From an optimization exercise on the open Yosys and OpenROAD flow, aimed at a short achievable clock period and few clock cycles per item; shortcuts taken in it are not production practice.
The RTL was checked by simulation tests, not by an equivalence proof against the original design.

==> flow/design.v (outline; a module is shown in full before it is edited, if it fits) <==
// module pulsing_led_level_controller_unit: 1207 lines
module pulsing_led_level_controller_unit (
  input  logic        clk_i,
  input  logic        rst_ni,
  input  logic        in_valid,
  output logic        in_ready,
  input  logic [1:0]  in_command,
  input  logic [31:0] in_now_ms,
  input  logic [31:0] in_last_point_ms,
  input  logic [7:0]  in_red,
  input  logic [7:0]  in_green,
  input  logic [7:0]  in_blue,
  output logic        out_valid,
  input  logic        out_ready,
  output logic [17:0] out_level,
  output logic        out_pulsing,
  output logic [7:0]  out_red,
  output logic [7:0]  out_green,
  output logic [7:0]  out_blue,
  input  logic        psel,
  input  logic        penable,
  input  logic        pwrite,
  input  logic [3:0]  paddr,
  input  logic [31:0] pwdata,
  output logic [31:0] prdata,
  output logic        pready
);
  // ...
==> flow/flow/run.sh <==
#!/bin/bash
set -uo pipefail
bash standard.sh SETUP_SLACK_MARGIN=7.3 finish > orfs_make.log 2>&1
==> flow/standard.sh <==
#!/bin/bash
# synth_recipe.tcl (not shown) runs the flow's synth.tcl, then flattens the netlist and writes it again
# the make line also repeats each setting of config.mk as NAME=value (left out here)
make -C /OpenROAD-flow-scripts/flow DESIGN_CONFIG=/design/flow/config.mk WORK_HOME=/design/flow/orfs CLKGATE_MAP_FILE= SYNTH_SCRIPT=/design/flow/synth_recipe.tcl "${@:-finish}"
==> flow/config.mk <==
export PLATFORM = sky130hd
export DESIGN_NAME = pulsing_led_level_controller_unit
export DESIGN_NICKNAME = pulsing_led_level_controller_unit
export VERILOG_FILES = /design/flow/design.v
export SDC_FILE = /design/flow/constraint.sdc
export NUM_CORES = 4
export LEC_CHECK = 0
export CAP_MARGIN = 20
export CORE_MARGIN = 2
export CORE_UTILIZATION = 40
export SLEW_MARGIN = 20
==> flow/constraint.sdc <==
create_clock -name core_clock -period 11.0 [get_ports {clk_i}]
set_input_delay 2.2000 -clock core_clock [delete_from_list [all_inputs] [get_ports {clk_i}]]
set_output_delay 2.2000 -clock core_clock [all_outputs]
set_load 0.01 [all_outputs]
==> impl_metrics.json, run 1 <==
{
  "hold_depth": 0,
  "first_iter_violations": 12100,
  "clk-insertion-delay-late_ns": 1.07,
  "endpoint": "out_level[2]",
  "crit_buf_inv": 1,
  "ys_warn_count": 6,
  "cp.arrival_ns": 1.81,
  "buffers": 818,
  "grt_max_degree": 83,
  "via_per_inst": 5.23,
  "yosys.area_share.adder_pct": 30.6,
  "utilization_pct": 46.3,
  "maxSlewViolCount": 0,
  "start_util_pct": 40.1,
  "route.met2.wl_um": 296000,
  "endpoint_kind": "output pin",
  "die_x_um": 738,
  "syn-cell-area_mm2": 0.215,
  "insertedDiodeCount": 37,
  "wl_per_cell_um": 23.8,
  "r2r-end": "kv_q[15]",
  "dpl_cell_area_mm2": 0.226,
  "rrSetupSlack_ns": 7.06,
  "ios": 211,
  "cp-start-kind": "register",
  "finClkSkew_ns": 0.131,
  "cp.depth": 1,
  "design.seq.count": 3560,
  "top_register": "a0",
  "finalSetupViolCount": 0,
  "synth_ff_type": "dfxtp_1",
  "regArea_mm2": 0.0866,
  "cts_buffers": 399,
  "use_met2_pct": 37.7,
  "ys_seq_area_share_pct": 40.1,
  "status": "timing/DRC/antenna clean",
  "met1_usage_pct": 31.4,
  "met3_usage_pct": 4.43
}
Testbench counts, summed over its fixed seeds: cycles 10,176, items 9,600.
==> run 2: changes to the inputs <==
--- a/flow/config.mk
+++ b/flow/config.mk
@@ -7,5 +7,6 @@
 export LEC_CHECK = 0
 export CAP_MARGIN = 20
 export CORE_MARGIN = 2
-export CORE_UTILIZATION = 40
+export CORE_UTILIZATION = 60
+export PLACE_DENSITY = 0.72
 export SLEW_MARGIN = 20
==> run 2 against run 1 <==
Against the previous run: final cell count down 9.4%; die area down 33%; global-route usage up 9.4 points; routed wire length down 7.8%; non-clock buffer count down 68; fmax up 0.19%; sequential share of layout area up 0.82 points; largest cell class unchanged; highest routed layer unchanged.
==> impl_metrics.json, run 2 <==
{
  "grt_pass1_vias": 148000,
  "synthTopCellsByArea": "fa_1 21%, edfxtp_1 20%, dfxtp_1 19%",
  "place_inst": 23700,
  "grt_antenna_before_repair": 45,
  "cp-start-kind": "register",
  "ys_seq_area_share_pct": 40.1,
  "largest_register_ffs": 141,
  "clk-insertion-delay-late_ns": 1.01,
  "synthCells": 19200,
  "ant_nets": 0,
  "path_cells": "inv_4 -> ha_4 -> and4_4 -> nand2_4 -> a211oi_4 -> o31ai_2 -> a211o_1 -> o21ai_4 -> buf_12 -> ha_4 -> a21o_1 -> a21oi_2 -> o21bai_1 -> a21oi_2 -> nor2_2 -> o21ai_2 -> and2_4 -> nor2_2 -> xnor2_2",
  "final_common_cell": "inv_1",
  "h-tree-depth": 5,
  "cts_sinks": 3560,
  "tritoncts": "yes",
  "max_cap_viol_count": 0,
  "synth_cell_type_count": 89,
  "final_layout_size_suffix_gt1_share_pct": 11.2,
  "finalHoldViolCount": 0,
  "coreArea_mm2": 0.358,
  "hold_class": "register to register",
  "cts_buffer_depth": 4,
  "top_register": "a0",
  "setup_tns_ns": 0,
  "grt_pass1_wl_um": 900000,
  "relSlewSlack_pct": 13.0,
  "use_met2_pct": 53.4,
  "cp.arrival_ns": 4.80,
  "die_x_um": 603,
  "synth_edf_count": 1441,
  "vias": 143000,
  "max_stage_delay_ns": 0.58,
  "grt-ovfl-total": 0,
  "start_util_pct": 60.1,
  "first_pass_iters": 8,
  "tightest_slew_ns": 1.29,
  "finalSetupViolCount": 0,
  "clk_pin_slew_worst_paths_ns": 0.06,
  "fmax_ghz": 0.250,
  "via_per_inst": 5.75,
  "grt_max_degree": 84,
  "final_cell_mix": "3058 x inv_1, 2170 x fa_1, 1944 x dfxtp_1, 1806 x and2_1, 1629 x ha_1",
  "gp_congestion": 0.991,
  "r2r-start": "low_q[7]",
  "met3_usage_pct": 6.27,
  "synth_top_area_share_pct": 20.9,
  "finish.net_count": 23700,
  "finClkSkew_ns": 0.0856,
  "endpoint_kind": "register",
  "wl_um": 600000,
  "yosys.area.top_type": "fa_1",
  "maxSlewViolCount": 0,
  "synthArstFlopShare_pct": 3.51,
  "grt.busiest_layer": "met2",
  "rows": 220,
  "synth_seq_cells": 3560,
  "critical_path_class": "register to register",
  "first_iter_violations": 12700,
  "cts-hold-fix-buffers": 0,
  "rsz0062_at_grt": "yes",
  "dp_hpwl_um": 411000,
  "final_cell_count_no_fill": 24800,
  "endpoint": "kv_q[11]",
  "met1_usage_pct": 42.6,
  "syn_to_final_growth_pct": 12.7,
  "syn-cell-area_mm2": 0.215,
  "fin_crit_sh_pct": 36.4,
  "cts-root-buf": "clkbuf_16",
  "portBuffers": 177,
  "ios": 211,
  "rrSetupSlack_ns": 7.00,
  "track_usage_pct": 32.8,
  "yosys-top-cells-count": "3119 x inv_1, 2253 x fa_1, 2009 x and2_1, 1994 x dfxtp_1, 1662 x ha_1",
  "avgSynthCellArea_um2": 11.2,
  "cts_buffers": 373,
  "yosysMostFrequentCell": "inv_1",
  "drc": 0,
  "cp-startpoint": "low_q[7]",
  "cp_max_fo": 5,
  "rr_worst_depth": 19,
  "wl_per_cell_um": 24.2,
  "synth_ff_type": "dfxtp_1",
  "die_h_um": 603,
  "r2r-end": "kv_q[11]",
  "min_period_ns": 4.00,
  "status": "timing/DRC/antenna clean",
  "die-area_mm2": 0.364,
  "worstPathRequired_ns": 11.80,
  "crit_slowest_cell": "dfstp_2",
  "ys_warn_count": 6
}
run 2: cell counts after synthesis:
No cell type changed its count.
run 2: worst max-delay path: cells and delay by family, from the launching register on:
family / cells / cell delay, ns
XOR/XNOR: 1 / 0.12
flip-flops: 1 / 0.58
AND/OR/NAND/NOR: 5 / 0.65
buffers and inverters: 2 / 0.21
AO/OA/AOI/OAI: 9 / 1.80
adder cells (fa/ha/maj): 2 / 0.48
run 2: layout make-up:
class                      instances  area (um2)
multi-input combinational      11900      118000
fill                           26000      115000
sequential                      3560       86500
inverter                        3121       11800
clock buffer                     494       10500
timing repair buffer             750        7340
tap                             4773        5970
clock inverter                   197        2170
antenna                           10        25.0
timing repair inverter             1        7.51
run 2: per-layer routing:
metal | vias to the layer above | share of wire (%) | wire [um]
met5 | - | 0.042 | 253
met4 | 40 | 5.7 | 34100
met3 | 1454 | 8.8 | 52600
met2 | 5770 | 46 | 279000
met1 | 71700 | 39 | 235000
li1 | 63700 | - | -
run 2: stage by stage:
| step | cell area (um2) | hold WS (ns) | utilization, % | setup slack (ns) |
|---|---|---|---|---|
| after floorplan | 216000 | 0.310 | - | 6.92 |
| after global placement | 223000 | 0.311 | 62.3 | 5.44 |
| after detailed placement | 223000 | 0.312 | 62.3 | 5.39 |
| after CTS | 240000 | 0.315 | 66.9 | 7.01 |
| after global routing | 243000 | 0.314 | 67.8 | 6.91 |
| final | 243000 | 0.313 | 67.8 | 7.00 |
run 2: kinds of logic after synthesis:
logic type      Yosys count  synth area share (%)
simple gates           4563                  11.2
fa+ha+maj              3915                  30.6
other cells               2               0.00349
buf+inv                3733                  6.54
mux                     108                 0.617
flops                  3560                  40.1
compound gates         2683                  8.49
xor+xnor                597                  2.43
run 2: worst min-delay path by stage:
stage,from,to,slack [ns],depth (start not counted)
final,lvl9[5],lvl10[5],0.31,0
after global routing,el4,el5,0.31,0
after CTS,el6,el7,0.31,0
after detailed placement,c1[13],c2[13],0.31,0
after global placement,cga7g[3],cg8g[3],0.31,0
after floorplan,a0[9][10],a1[2][10],0.31,0
run 2: repair_timing:
item                                    4_1_cts  5_1_grt
resized for setup                           846      491
buffers inserted                            203      134
gates cloned                                 15       14
endpoints found under the setup margin     1142      722
pin swaps                                   224      271

[what the ideal ports hide]
The flow's constraints put no driver on any port. The routed layouts listed below were extracted and timed again, unchanged, in two steps.
Step 1 (the two cells are an assumption about what drives the block):
set clk [get_ports {clk_i}]
set_driving_cell -lib_cell sky130_fd_sc_hd__clkbuf_16 $clk
set_driving_cell -lib_cell sky130_fd_sc_hd__buf_2 [delete_from_list [all_inputs] $clk]
Step 2, shift: input delay + t, output delay - t, t = (earliest + latest rising clock arrival at the registers) / 2. This alone moves slack from input paths to output paths.
Three values: no drivers, after step 1, after step 2; two values: the first two.
run | t (ns) | setup WS [ns] | worst setup path after step 2
run 1 | 1.133 | 6.993 / 6.864 / 6.278 | input to register
run 2 | 1.071 | 7.000 / 6.948 / 6.299 | input to register
After both steps every run listed still meets setup and hold. For run 1, which loses most, drivers alone change the setup slack by -0.129 ns; drivers and shift together by -0.715 ns.
